What follows belongs to an exercise in optimizing a design on an open flow for small area, a short achievable clock period and few clock cycles per item; a production flow would make more cautious choices.
Only simulation tests tie the RTL to the original design; equivalence was not proved.
Power is estimated from default activity; no workload was simulated.

== ember ==
==> flow/design.v <==
package core_pkg;
    localparam int xlen = 32;
    localparam int reg_count = 32;
    typedef logic [xlen-1:0] data_t;
    typedef logic [4:0] reg_addr_t;
    localparam logic [6:0] opcode_op     = 7'b0110011;
    localparam logic [6:0] opcode_op_imm = 7'b0010011;
endpackage
`timescale 1ns/100ps
module alu_unit (
    input  core_pkg::data_t op_a,
    input  core_pkg::data_t op_b,
    input  logic            sel_add,    
    input  logic            sub,        
    input  logic [4:0]      shamt,      
    input  logic            sel_sll,
    input  logic            sel_slt,
    input  logic            sel_sltu,
    input  logic            sel_xor,
    input  logic            sel_sr,
    input  logic            arith,      
    input  logic            sel_or,
    input  logic            sel_and,
    output core_pkg::data_t result
);
    logic [33:0] sum_c;
    logic [32:0] sum;
    logic        lt_s;
    logic        lt_u;
    core_pkg::data_t sll, sr;
    assign sum_c = {1'b0, op_a, 1'b1} + {1'b0, op_b, sub};
    assign sum = sum_c[33:1];
    assign lt_u = !sum[32];
    assign lt_s = (op_a[31] == op_b[31]) ? op_a[31] : sum[31];
    assign sll = op_a << shamt;
    assign sr = $signed({arith & op_a[31], op_a}) >>> shamt;
    assign result = ({32{sel_add}} & sum[31:0])
                  | ({32{sel_sll}} & sll)
                  | {31'b0, (sel_slt & lt_s) | (sel_sltu & lt_u)}
                  | ({32{sel_xor}} & (op_a ^ op_b))
                  | ({32{sel_sr}} & sr)
                  | ({32{sel_or}} & (op_a | op_b))
                  | ({32{sel_and}} & (op_a & op_b));
endmodule
`timescale 1ns/100ps
module register_file (
    input  logic                clk,
    input  logic                rst_n,
    input  logic [3:0]          rs1_lo,
    input  logic [7:0]          rs1_hi,
    input  logic [3:0]          rs2_lo,
    input  logic [7:0]          rs2_hi,
    output core_pkg::data_t     rs1_data,
    output core_pkg::data_t     rs2_data,
    input  logic                wr_en,
    input  core_pkg::reg_addr_t wr_addr,
    input  core_pkg::data_t     wr_data
);
    core_pkg::data_t regs [1:31];
    logic [31:1] written;
    always_ff @(posedge clk or negedge rst_n) begin
        if (!rst_n)
            written <= '0;
        else if (wr_en && wr_addr != '0)
            written[wr_addr] <= 1'b1;
    end
    always_ff @(posedge clk) begin
        if (wr_en && wr_addr != '0)
            regs[wr_addr] <= wr_data;
    end
    always_comb begin
        rs1_data = '0;
        rs2_data = '0;
        for (int i = 1; i < core_pkg::reg_count; i++) begin
            rs1_data = rs1_data | ({32{rs1_hi[i/4] && rs1_lo[i%4] && written[i]}} & regs[i]);
            rs2_data = rs2_data | ({32{rs2_hi[i/4] && rs2_lo[i%4] && written[i]}} & regs[i]);
        end
    end
endmodule
`timescale 1ns/100ps
module fetch_unit (
    input  logic        clk,
    input  logic        rst_n,
    input  logic        in_valid,
    input  logic [31:0] in_instr,
    output logic        in_ready,
    input  logic        stall,
    output logic        f_valid,
    output logic        f_is_reg,    
    output logic        f_legal,     
    output logic [31:7] f_instr,
    output logic [3:0]  f_rs1_lo,
    output logic [7:0]  f_rs1_hi,
    output logic [3:0]  f_rs2_lo,
    output logic [7:0]  f_rs2_hi
);
    logic        s_valid;
    logic        s_is_reg, s_legal;
    logic [31:7] s_instr;
    logic        in_is_reg, in_legal;
    logic        accept;
    logic        f_take;
    logic        ready_out;
    logic [31:7] next_instr;
    assign in_is_reg = (in_instr[6:0] == core_pkg::opcode_op);
    assign in_legal = in_is_reg || (in_instr[6:0] == core_pkg::opcode_op_imm);
    assign in_ready = ready_out;
    assign accept = in_valid && !s_valid;
    assign f_take = !f_valid || !stall;
    always_ff @(posedge clk or negedge rst_n) begin
        if (!rst_n) begin
            s_valid <= 1'b0;
            f_valid <= 1'b0;
        end else if (f_take) begin
            s_valid <= 1'b0;
            f_valid <= s_valid || accept;
        end else if (accept) begin
            s_valid <= 1'b1;
        end
    end
    assign next_instr = s_valid ? s_instr : in_instr[31:7];
    always_ff @(posedge clk or negedge rst_n) begin
        if (!rst_n)
            ready_out <= 1'b1;
        else
            ready_out <= f_take || (ready_out && !in_valid);
    end
    always_ff @(posedge clk) begin
        if (f_take) begin
            f_instr <= next_instr;
            for (int i = 0; i < 4; i++) begin
                f_rs1_lo[i] <= next_instr[16:15] == i;
                f_rs2_lo[i] <= next_instr[21:20] == i;
            end
            for (int i = 0; i < 8; i++) begin
                f_rs1_hi[i] <= next_instr[19:17] == i;
                f_rs2_hi[i] <= next_instr[24:22] == i;
            end
            f_is_reg <= s_valid ? s_is_reg : in_is_reg;
            f_legal <= s_valid ? s_legal : in_legal;
        end
        if (!f_take && accept) begin
            s_instr <= in_instr[31:7];
            s_is_reg <= in_is_reg;
            s_legal <= in_legal;
        end
    end
endmodule
`timescale 1ns/100ps
module decode_issue (
    input  logic        clk,
    input  logic        rst_n,
    input  logic        f_valid,
    input  logic        f_is_reg,
    input  logic        f_legal,
    input  logic [31:7] f_instr,
    input  logic [3:0]  f_rs1_lo,
    input  logic [7:0]  f_rs1_hi,
    input  logic [3:0]  f_rs2_lo,
    input  logic [7:0]  f_rs2_hi,
    output logic        stall,
    output logic        retire_valid,
    output logic [73:0] retire,
    input  logic        retire_ready
);
    logic [2:0]  funct3;
    core_pkg::reg_addr_t rs1, rs2, rd;
    core_pkg::data_t rs1_data, rs2_data;
    core_pkg::data_t rd_a, rd_b;
    logic        ex_a, ex_b;
    logic        sub;
    logic        shift;
    core_pkg::data_t b_next;
    logic        e_valid;
    core_pkg::data_t e_a, e_b;
    logic [4:0]  e_shamt;
    logic        e_sel_add, e_sub, e_sel_sll, e_sel_slt, e_sel_sltu;
    logic        e_sel_xor, e_sel_sr, e_arith, e_sel_or, e_sel_and;
    logic        e_legal, e_wr;
    core_pkg::reg_addr_t e_rd;
    logic        o_valid;
    core_pkg::reg_addr_t o_rd;
    core_pkg::data_t o_result;
    logic        o_wr, o_illegal;
    logic [29:0] o_count;
    logic        o_valid_out;
    core_pkg::data_t alu_result;
    assign rd  = f_instr[11:7];
    assign funct3 = f_instr[14:12];
    assign rs1 = f_instr[19:15];
    assign rs2 = f_instr[24:20];
    assign stall = o_valid && !retire_ready;
    register_file regfile_block (
        .clk      (clk),
        .rst_n    (rst_n),
        .rs1_lo   (f_rs1_lo),
        .rs1_hi   (f_rs1_hi),
        .rs2_lo   (f_rs2_lo),
        .rs2_hi   (f_rs2_hi),
        .rs1_data (rs1_data),
        .rs2_data (rs2_data),
        .wr_en    (e_valid && e_wr),
        .wr_addr  (e_rd),
        .wr_data  (alu_result)
    );
    assign rd_a = rs1_data;
    assign rd_b = !f_is_reg ? {{20{f_instr[31]}}, f_instr[31:20]} : rs2_data;
    assign ex_a = e_valid && e_wr && rs1 == e_rd;
    assign ex_b = f_is_reg && e_valid && e_wr && rs2 == e_rd;
    assign sub = (f_is_reg && funct3 == 3'b000 && f_instr[30])
              || funct3 == 3'b010 || funct3 == 3'b011;
    assign shift = f_legal && funct3[1:0] == 2'b01;
    assign b_next = ex_b ? alu_result : rd_b;
    always_ff @(posedge clk or negedge rst_n) begin
        if (!rst_n)
            e_valid <= 1'b0;
        else if (!stall)
            e_valid <= f_valid;
    end
    always_ff @(posedge clk) begin
        if (!stall) begin
            e_a <= ex_a ? alu_result : rd_a;
            e_b <= b_next ^ {32{sub}};
            e_shamt <= shift ? b_next[4:0] : 5'b0;
            e_sel_add <= f_legal && funct3 == 3'b000;
            e_sub <= sub;
            e_sel_sll <= f_legal && funct3 == 3'b001;
            e_sel_slt <= f_legal && funct3 == 3'b010;
            e_sel_sltu <= f_legal && funct3 == 3'b011;
            e_sel_xor <= f_legal && funct3 == 3'b100;
            e_sel_sr <= f_legal && funct3 == 3'b101;
            e_arith <= f_instr[30];
            e_sel_or <= f_legal && funct3 == 3'b110;
            e_sel_and <= f_legal && funct3 == 3'b111;
            e_legal <= f_legal;
            e_wr <= f_legal && (rd != '0);
            e_rd <= rd;
        end
    end
    alu_unit alu_block (
        .op_a     (e_a),
        .op_b     (e_b),
        .shamt    (e_shamt),
        .sel_add  (e_sel_add),
        .sub      (e_sub),
        .sel_sll  (e_sel_sll),
        .sel_slt  (e_sel_slt),
        .sel_sltu (e_sel_sltu),
        .sel_xor  (e_sel_xor),
        .sel_sr   (e_sel_sr),
        .arith    (e_arith),
        .sel_or   (e_sel_or),
        .sel_and  (e_sel_and),
        .result   (alu_result)
    );
    always_ff @(posedge clk or negedge rst_n) begin
        if (!rst_n) begin
            o_valid <= 1'b0;
            o_count <= '0;
        end else begin
            if (!stall)
                o_valid <= e_valid;
            if (o_valid && retire_ready)
                o_count <= o_count + 1'b1;
        end
    end
    always_ff @(posedge clk) begin
        if (!stall) begin
            o_rd <= e_rd;
            o_result <= alu_result;
            o_wr <= e_wr;
            o_illegal <= !e_legal;
        end
    end
    always_ff @(posedge clk or negedge rst_n) begin
        if (!rst_n)
            o_valid_out <= 1'b0;
        else
            o_valid_out <= (o_valid_out && !retire_ready) || e_valid;
    end
    assign retire_valid = o_valid_out;
    assign retire = {o_count, 2'b00, o_count[2:0], o_rd, o_result, o_wr, o_illegal};
endmodule
`timescale 1ns/100ps
module core_top (
    input  logic                     clk,
    input  logic                     rst_n,
    input  logic                     in_valid,
    input  logic [31:0]              in_instr,
    output logic                     in_ready,
    output logic                     retire_valid,
    output logic [73:0]              retire,
    input  logic                     retire_ready
);
    logic        stall;
    logic        f_valid;
    logic        f_is_reg;
    logic        f_legal;
    logic [31:7] f_instr;
    logic [3:0]  f_rs1_lo, f_rs2_lo;
    logic [7:0]  f_rs1_hi, f_rs2_hi;
    fetch_unit fetch_block (
        .clk      (clk),
        .rst_n    (rst_n),
        .in_valid (in_valid),
        .in_instr (in_instr),
        .in_ready (in_ready),
        .stall    (stall),
        .f_valid  (f_valid),
        .f_is_reg (f_is_reg),
        .f_legal  (f_legal),
        .f_instr  (f_instr),
        .f_rs1_lo (f_rs1_lo),
        .f_rs1_hi (f_rs1_hi),
        .f_rs2_lo (f_rs2_lo),
        .f_rs2_hi (f_rs2_hi)
    );
    decode_issue decode_block (
        .clk          (clk),
        .rst_n        (rst_n),
        .f_valid      (f_valid),
        .f_is_reg     (f_is_reg),
        .f_legal      (f_legal),
        .f_instr      (f_instr),
        .f_rs1_lo     (f_rs1_lo),
        .f_rs1_hi     (f_rs1_hi),
        .f_rs2_lo     (f_rs2_lo),
        .f_rs2_hi     (f_rs2_hi),
        .stall        (stall),
        .retire_valid (retire_valid),
        .retire       (retire),
        .retire_ready (retire_ready)
    );
endmodule
==> flow/config.mk <==
export PLATFORM = sky130hd
export DESIGN_NAME = core_top
export DESIGN_NICKNAME = core_top
export VERILOG_FILES = /design/flow/design.v
export SDC_FILE = /design/flow/constraint.sdc
export NUM_CORES = 4
export LEC_CHECK = 0
export CAP_MARGIN = 20
export CORE_MARGIN = 2
export CORE_UTILIZATION = 45
export CTS_CLUSTER_DIAMETER = 100
export CTS_CLUSTER_SIZE = 20
export PLACE_DENSITY = 0.6
export SLEW_MARGIN = 20
==> flow/constraint.sdc <==
create_clock -name core_clock -period 10.0 [get_ports {clk}]
set_input_delay 2.0000 -clock core_clock [delete_from_list [all_inputs] [get_ports {clk}]]
set_output_delay 2.0000 -clock core_clock [all_outputs]
set_load 0.01 [all_outputs]
standard.sh (not shown) runs the stock make flow with config.mk's settings and CLKGATE_MAP_FILE= SYNTH_SCRIPT=/design/flow/synth_recipe.tcl, a recipe that flattens the netlist after the stock synthesis.
==> flow/flow/run.sh <==
#!/bin/bash
set -euo pipefail
export SETUP_SLACK_MARGIN=6.5
export BUFFER_PORTS_ARGS="-buffer_cell sky130_fd_sc_hd__buf_4"
bash standard.sh > flow_make.log 2>&1
Testbench counts of ember, summed over its fixed seeds: cycles 12,024, items 12,000.
Modified inputs, amber compared to ember
--- a/flow/design.v
+++ b/flow/design.v
@@ -43,16 +43,14 @@
                   | ({32{sel_and}} & (op_a & op_b));
 endmodule
 `timescale 1ns/100ps
 module register_file (
     input  logic                clk,
     input  logic                rst_n,
-    input  logic [3:0]          rs1_lo,
-    input  logic [7:0]          rs1_hi,
-    input  logic [3:0]          rs2_lo,
-    input  logic [7:0]          rs2_hi,
+    input  core_pkg::reg_addr_t rs1_addr,
+    input  core_pkg::reg_addr_t rs2_addr,
     output core_pkg::data_t     rs1_data,
     output core_pkg::data_t     rs2_data,
     input  logic                wr_en,
     input  core_pkg::reg_addr_t wr_addr,
     input  core_pkg::data_t     wr_data
 );
@@ -69,14 +67,14 @@
             regs[wr_addr] <= wr_data;
     end
     always_comb begin
         rs1_data = '0;
         rs2_data = '0;
         for (int i = 1; i < core_pkg::reg_count; i++) begin
-            rs1_data = rs1_data | ({32{rs1_hi[i/4] && rs1_lo[i%4] && written[i]}} & regs[i]);
-            rs2_data = rs2_data | ({32{rs2_hi[i/4] && rs2_lo[i%4] && written[i]}} & regs[i]);
+            rs1_data = rs1_data | ({32{rs1_addr == i && written[i]}} & regs[i]);
+            rs2_data = rs2_data | ({32{rs2_addr == i && written[i]}} & regs[i]);
         end
     end
 endmodule
 `timescale 1ns/100ps
 module fetch_unit (
     input  logic        clk,
@@ -85,26 +83,21 @@
     input  logic [31:0] in_instr,
     output logic        in_ready,
     input  logic        stall,
     output logic        f_valid,
     output logic        f_is_reg,    
     output logic        f_legal,     
-    output logic [31:7] f_instr,
-    output logic [3:0]  f_rs1_lo,
-    output logic [7:0]  f_rs1_hi,
-    output logic [3:0]  f_rs2_lo,
-    output logic [7:0]  f_rs2_hi
+    output logic [31:7] f_instr
 );
     logic        s_valid;
     logic        s_is_reg, s_legal;
     logic [31:7] s_instr;
     logic        in_is_reg, in_legal;
     logic        accept;
     logic        f_take;
     logic        ready_out;
-    logic [31:7] next_instr;
     assign in_is_reg = (in_instr[6:0] == core_pkg::opcode_op);
     assign in_legal = in_is_reg || (in_instr[6:0] == core_pkg::opcode_op_imm);
     assign in_ready = ready_out;
     assign accept = in_valid && !s_valid;
     assign f_take = !f_valid || !stall;
     always_ff @(posedge clk or negedge rst_n) begin
@@ -115,30 +108,21 @@
             s_valid <= 1'b0;
             f_valid <= s_valid || accept;
         end else if (accept) begin
             s_valid <= 1'b1;
         end
     end
-    assign next_instr = s_valid ? s_instr : in_instr[31:7];
     always_ff @(posedge clk or negedge rst_n) begin
         if (!rst_n)
             ready_out <= 1'b1;
         else
             ready_out <= f_take || (ready_out && !in_valid);
     end
     always_ff @(posedge clk) begin
         if (f_take) begin
-            f_instr <= next_instr;
-            for (int i = 0; i < 4; i++) begin
-                f_rs1_lo[i] <= next_instr[16:15] == i;
-                f_rs2_lo[i] <= next_instr[21:20] == i;
-            end
-            for (int i = 0; i < 8; i++) begin
-                f_rs1_hi[i] <= next_instr[19:17] == i;
-                f_rs2_hi[i] <= next_instr[24:22] == i;
-            end
+            f_instr <= s_valid ? s_instr : in_instr[31:7];
             f_is_reg <= s_valid ? s_is_reg : in_is_reg;
             f_legal <= s_valid ? s_legal : in_legal;
         end
         if (!f_take && accept) begin
             s_instr <= in_instr[31:7];
             s_is_reg <= in_is_reg;
@@ -151,16 +135,12 @@
     input  logic        clk,
     input  logic        rst_n,
     input  logic        f_valid,
     input  logic        f_is_reg,
     input  logic        f_legal,
     input  logic [31:7] f_instr,
-    input  logic [3:0]  f_rs1_lo,
-    input  logic [7:0]  f_rs1_hi,
-    input  logic [3:0]  f_rs2_lo,
-    input  logic [7:0]  f_rs2_hi,
     output logic        stall,
     output logic        retire_valid,
     output logic [73:0] retire,
     input  logic        retire_ready
 );
     logic [2:0]  funct3;
@@ -190,16 +170,14 @@
     assign rs1 = f_instr[19:15];
     assign rs2 = f_instr[24:20];
     assign stall = o_valid && !retire_ready;
     register_file regfile_block (
         .clk      (clk),
         .rst_n    (rst_n),
-        .rs1_lo   (f_rs1_lo),
-        .rs1_hi   (f_rs1_hi),
-        .rs2_lo   (f_rs2_lo),
-        .rs2_hi   (f_rs2_hi),
+        .rs1_addr (rs1),
+        .rs2_addr (rs2),
         .rs1_data (rs1_data),
         .rs2_data (rs2_data),
         .wr_en    (e_valid && e_wr),
         .wr_addr  (e_rd),
         .wr_data  (alu_result)
     );
@@ -294,41 +272,31 @@
 );
     logic        stall;
     logic        f_valid;
     logic        f_is_reg;
     logic        f_legal;
     logic [31:7] f_instr;
-    logic [3:0]  f_rs1_lo, f_rs2_lo;
-    logic [7:0]  f_rs1_hi, f_rs2_hi;
     fetch_unit fetch_block (
         .clk      (clk),
         .rst_n    (rst_n),
         .in_valid (in_valid),
         .in_instr (in_instr),
         .in_ready (in_ready),
         .stall    (stall),
         .f_valid  (f_valid),
         .f_is_reg (f_is_reg),
         .f_legal  (f_legal),
-        .f_instr  (f_instr),
-        .f_rs1_lo (f_rs1_lo),
-        .f_rs1_hi (f_rs1_hi),
-        .f_rs2_lo (f_rs2_lo),
-        .f_rs2_hi (f_rs2_hi)
+        .f_instr  (f_instr)
     );
     decode_issue decode_block (
         .clk          (clk),
         .rst_n        (rst_n),
         .f_valid      (f_valid),
         .f_is_reg     (f_is_reg),
         .f_legal      (f_legal),
         .f_instr      (f_instr),
-        .f_rs1_lo     (f_rs1_lo),
-        .f_rs1_hi     (f_rs1_hi),
-        .f_rs2_lo     (f_rs2_lo),
-        .f_rs2_hi     (f_rs2_hi),
         .stall        (stall),
         .retire_valid (retire_valid),
         .retire       (retire),
         .retire_ready (retire_ready)
     );
 endmodule
Notes after the runs:
Of the two values seen for critical path capture point, decode_block.e_a[28] was produced by amber and decode_block.e_a[5] by ember. | proportion of synthesized flip-flops having asynchronous set or reset | ember vs amber | ≈ equal |. The diode insertion count for antenna repair reported for amber is greater than that of ember by 2. Proportion of power drawn by the clock network (amber over ember): increase, 3.0 points. amber | stages: all done | timing, DRC, antenna: all pass. The relative slew slack reported for amber is greater than that of ember by 6.5 points. Comparing ember and amber, relative area change from synthesis to final layout is higher on amber. For the global-route usage, amber came in 2.0 points higher than ember did. From ember to amber the numbers moved as follows: total of cells resized after clock tree synthesis has increased, utilization of the core after routing has increased, shortest clock period the worst path allows after layout has decreased. Total power: amber below ember. Summary of amber over ember: count of inserted tapcells lost about 0.7%; switching component of the power lost about 20%; post-route cell area picked up an extra about 0.75%.
Testbench counts of amber, summed over its fixed seeds: cycles 12,024, items 12,000.

port drivers added, routing unchanged:
The flow's constraints put no driver on any port. The routed layouts listed below were extracted and timed again, unchanged, in two steps. Step 1 assumes that a clkbuf_16 drives the clock port and a buf_2 every other input. Step 2 times the ports against the registers' clock, not the clock port: input delays grow and output delays shrink by t, the midpoint of the rising clock arrivals with the driver on. Slacks: ideal / step 1 / step 2; pairs: ideal / step 1.
run	shift t [ns]	setup WS [ns]	hold WS [ns]	clock arrival spread, ns	pins driven straight from the clock port
ember	0.784	6.257 / 6.257 / 5.820	0.460 / 0.460 / 0.460	0.038 / 0.038	1
amber	0.795	6.284 / 6.284 / 5.924	0.456 / 0.456 / 0.456	0.047 / 0.046	1
After both steps every run listed still meets setup and hold. For ember, which loses most, drivers alone change the setup slack by 0.000 ns; drivers and shift together by -0.437 ns.
